What follows belongs to an exercise in optimizing a design on an open flow for small area, a short achievable clock period and few clock cycles; a production flow would make more cautious choices. Function was checked by simulation only, so behaviour that the tests miss may differ from the original. Power and IR drop assume default switching activity.

== build 80 ==
## mandel_top
module mandel_top (
	input  wire                    clk,
	input  wire                    rst,
	input  wire                    psel,
	input  wire                    penable,
	input  wire                    pwrite,
	input  mandel_pkg::apb_addr_t  paddr,
	input  mandel_pkg::word_t      pwdata,
	output mandel_pkg::word_t      prdata,
	output logic                   pready,
	output logic                   pslverr,
	output logic                   pix_valid,
	output mandel_pkg::pix_addr_t  pix_addr,
	output mandel_pkg::iter_t      pix_iter,
	output mandel_pkg::color_t     pix_color
);
clock: 22.0 ns
lec_check: 0
cap_margin: 20
core_margin: 2
core_utilization: 70
place_density: 0.8
slew_margin: 20
standard.sh (not shown) runs the stock make flow with config.mk's settings and CLKGATE_MAP_FILE= SYNTH_SCRIPT=/design/flow/synth_recipe.tcl, a recipe that flattens the netlist after the stock synthesis.
==> flow/flow/run.sh <==
#!/bin/bash
# The standard layout (the standard.sh: its synthesis, floorplan, power
# grid, placement, clock tree and routing), with two changes in how it is
# optimised; the clock period and the constraints stay the design's:
# - the port buffers that global placement adds are buf_4 cells rather than
#   the default delay-buffer cell, which is slow on every input and output
# - timing repair after clock-tree synthesis and global routing works the
#   worst paths down towards 5.5 ns instead of stopping once the 22 ns clock
#   is met (a setup margin of 16.5 ns)
set -euo pipefail
export BUFFER_PORTS_ARGS="-buffer_cell sky130_fd_sc_hd__buf_4"
export SETUP_SLACK_MARGIN=16.5
bash standard.sh finish > layout.log 2>&1
Testbench counts of build 80, summed over its fixed seeds: cycles 339,082.
The inputs of build 52 differ from those of build 80 as listed below.
- a change of CORE_UTILIZATION from 70 to 60
- a change of PLACE_DENSITY from 0.8 to 0.7
Results
Build 52 completed; timing, DRC and antenna clean. Build 52 consumes more power than build 80 does. Side by side, global routing usage on met2 turned out lower in build 52 than in build 80. Side by side, first-pass GRT wire length turned out higher in build 52 than in build 80. [compare] base=build 80 new=build 52: non-clock buffer count went up by about 2.4%; switching power total was more or less identical; total internal power went up by about 0.5%; maximum operating frequency went down by 1.1%; via count went down by 1652. The clock network contribution to total cell area on build 52 is in line with that on build 80. The number of standard cells in the final layout excluding fillers number comes out higher for build 52 vs build 80.
[inputs] build 3 vs build 52
- swapping 60 for 40 in CORE_UTILIZATION
- clearing PLACE_DENSITY, which used to be 0.7
==> comparison <==
- Build 3 ends up with a worst setup slack that is 0.0095 ns lower than in build 52.
- Worst hold margin in build 3 is 0.0057 ns above build 52.
- Build 52 -> build 3: area of the core increased by more than half
- Against build 52, the final cell area of build 3 is higher.
- Looking at global-route usage, build 3 sits 10 points below build 52.
- Looking at number of detailed-route iterations in the first pass across build 3 and build 52, the one that comes out higher is build 52.
- Build 3 finished end to end and its layout was clean on timing, DRC and antenna.
- Of build 3 and build 52, it is build 3 that has the lower detailed-route vias per instance.

mandel_top, a different RTL version from the one above (not shown whole).
Size in the first run: roughly 7,400 cells after synthesis, about 120 I/O pins, ~0.071 mm2 of cells after synthesis.
## mandel_top
module mandel_top (
	input  wire                    clk,
	input  wire                    rst,
	input  wire                    psel,
	input  wire                    penable,
	input  wire                    pwrite,
	input  mandel_pkg::apb_addr_t  paddr,
	input  mandel_pkg::word_t      pwdata,
	output mandel_pkg::word_t      prdata,
	output logic                   pready,
	output logic                   pslverr,
	output logic                   pix_valid,
	output mandel_pkg::pix_addr_t  pix_addr,
	output mandel_pkg::iter_t      pix_iter,
	output mandel_pkg::color_t     pix_color
);
Settings: LEC_CHECK=0, CAP_MARGIN=20, CORE_MARGIN=2, CORE_UTILIZATION=60, PLACE_DENSITY=0.7, SLEW_MARGIN=20; clock period 22.0 ns.
Scripts as last shown in full above: flow/flow/run.sh
The first run completed with no timing, DRC or antenna violations.
Testbench counts at the start, summed over its fixed seeds: cycles 673,532.
Next try:
==> flow/run.sh (new file) <==
#!/bin/bash
# synth_recipe.tcl (not shown) runs the flow's synth.tcl, then flattens the netlist and writes it again
# the make line also repeats each setting of config.mk as NAME=value (left out here)
make -C /OpenROAD-flow-scripts/flow DESIGN_CONFIG=/design/flow/config.mk WORK_HOME=/design/flow/orfs CLKGATE_MAP_FILE= SYNTH_SCRIPT=/design/flow/synth_recipe.tcl finish
- CAP_MARGIN: 20 -> 60
- CORE_UTILIZATION: 60 -> 40
- PLACE_DENSITY: 0.7 -> unset
- SLEW_MARGIN: 20 -> 60
removed: flow/flow/run.sh
removed: flow/standard.sh
The changed run passed the timing, DRC and antenna checks; clock skew is lower by 0.029 ns; area after synthesis stays the same; sequential share of layout area is lower by 0.62 points; setup slack got worse by 0.52 ns; count of clock-buffer cells in the layout is unchanged; die area is higher by well over a third; worst hold slack improved by 0.011 ns; flip-flop and latch count stays the same; cell area is higher by a few percent; non-clock buffer count is higher by 10.
Next try:
- CAP_MARGIN: 60 -> 20
- SLEW_MARGIN: 60 -> 20
What happened: Clock skew falls by 0.0083 ns. Critical path depth rises by 6. Design area falls by 0.84%. Synthesized cell count does not change.
Next try:
==> flow/flow/run.sh (new file) <==
#!/bin/bash
# The standard layout (the standard.sh: its synthesis, floorplan, power
# grid, placement, clock tree and routing), with two changes in how it is
# optimised; the clock period and the constraints stay the design's:
# - the port buffers that global placement adds are buf_4 cells rather than
#   the default delay-buffer cell, which is slow on every input and output
# - timing repair after clock-tree synthesis and global routing works the
#   worst paths down towards 5.5 ns instead of stopping once the 22 ns clock
#   is met (a setup margin of 16.5 ns)
set -euo pipefail
export BUFFER_PORTS_ARGS="-buffer_cell sky130_fd_sc_hd__buf_4"
export SETUP_SLACK_MARGIN=16.5
bash standard.sh finish > layout.log 2>&1
==> flow/standard.sh (new file) <==
#!/bin/bash
# synth_recipe.tcl (not shown) runs the flow's synth.tcl, then flattens the netlist and writes it again
# the make line also repeats each setting of config.mk as NAME=value (left out here)
make -C /OpenROAD-flow-scripts/flow DESIGN_CONFIG=/design/flow/config.mk WORK_HOME=/design/flow/orfs CLKGATE_MAP_FILE= SYNTH_SCRIPT=/design/flow/synth_recipe.tcl "${@:-finish}"
removed: flow/run.sh
The changed run ran to the end with no violations.
Power goes down slightly.
First-iteration DRC count went down slightly.
Utilization goes up by 0.10 points.
Wire length rises slightly.
Cell count barely changes.
Next try:
==> flow/flow/run.sh (replaced) <==
#!/bin/bash
# The standard layout (the standard.sh: its synthesis, floorplan, power
# grid, placement, clock tree and routing, unchanged), except that the port
# buffers that global placement adds use buf_4 cells rather than the default
# delay-buffer cell, which is slow on every input and output path.
set -euo pipefail
export BUFFER_PORTS_ARGS="-buffer_cell sky130_fd_sc_hd__buf_4"
bash standard.sh finish > layout.log 2>&1
What happened:
- The new run produced a clean layout
- area after synthesis stays the same
- critical path depth increases by 13
- routed wire length falls slightly

RTL: one of the versions met above, not the one the previous note started from.
Size: ~13,000 cells after synthesis, about 1,400 flip-flops, roughly 120 I/O pins, roughly 130,000 µm² of cells after synthesis.
clock: 22.0 ns
lec_check: 0
cap_margin: 20
core_margin: 2
core_utilization: 70
cts_cluster_diameter: 100
cts_cluster_size: 30
place_density: 0.8
slew_margin: 20
==> flow/flow/run.sh <==
#!/bin/bash
# The standard layout (the standard.sh: its synthesis, floorplan, power
# grid, placement, clock tree and routing), with two changes in how it is
# optimised; the clock period and the constraints stay the design's:
# - the port buffers that global placement adds are buf_4 cells rather than
#   the default delay-buffer cell, which is slow on every input and output
# - timing repair after clock-tree synthesis and global routing works the
#   worst paths down towards 5.5 ns instead of stopping once the 22 ns clock
#   is met (a setup margin of 16.5 ns)
set -euo pipefail
export BUFFER_PORTS_ARGS="-buffer_cell sky130_fd_sc_hd__buf_4"
export SETUP_SLACK_MARGIN=16.5
bash standard.sh finish > layout.log 2>&1
The baseline finished with timing, DRC and antenna clean.
Testbench counts at the start, summed over its fixed seeds: cycles 339,082.
Then changed:
Settings changed: CORE_UTILIZATION 70 to 60, PLACE_DENSITY 0.8 to 0.7.
The changed run completed with no timing, DRC or antenna violations.
Sequential cell count stays the same.
Cell count increases by 3.0%.
Maximum frequency decreases by 1.4%.

## static timing again, ports no longer ideal
The results above use ideal ports. As a check the final layouts listed here were re-extracted and re-timed, cells and wires unchanged.
Step 1, drivers: a clkbuf_16 drives clk and a buf_2 each remaining input, both assumed.
Step 2 moves the port delays by t, midway between the first and last clock arrival at a register: inputs arrive t later, outputs are due t later. That takes back most of the time a late clock gives input paths.
Slacks: no drivers / after step 1 / after step 2; pairs: no drivers / after step 1.
run	shift t [ns]	setup slack, ns	worst slew at a driven data input, ns
build 80	0.901	16.255 / 16.169 / 15.622	0.08
build 52	0.898	16.193 / 16.102 / 15.774	0.12
build 3	0.941	16.184 / 16.076 / 15.810	0.11
the first run of note 2	0.757	16.298 / 16.228 / 15.815	0.13
the second run of note 2	0.808	15.775 / 15.695 / 14.996	0.17
the third run of note 2	0.794	15.684 / 15.694 / 14.943	0.15
the fourth run of note 2	0.793	16.280 / 16.203 / 15.762	0.15
the fifth run of note 2	0.780	15.735 / 15.735 / 15.402	0.15
the first run of note 3	0.846	16.280 / 16.186 / 15.694	0.09
the second run of note 3	0.845	16.197 / 16.105 / 15.840	0.10
After both steps setup and hold are still met in every run listed. The setup slack of the second run of note 2, which loses most, moves by -0.080 ns with the drivers and by -0.779 ns with both steps.
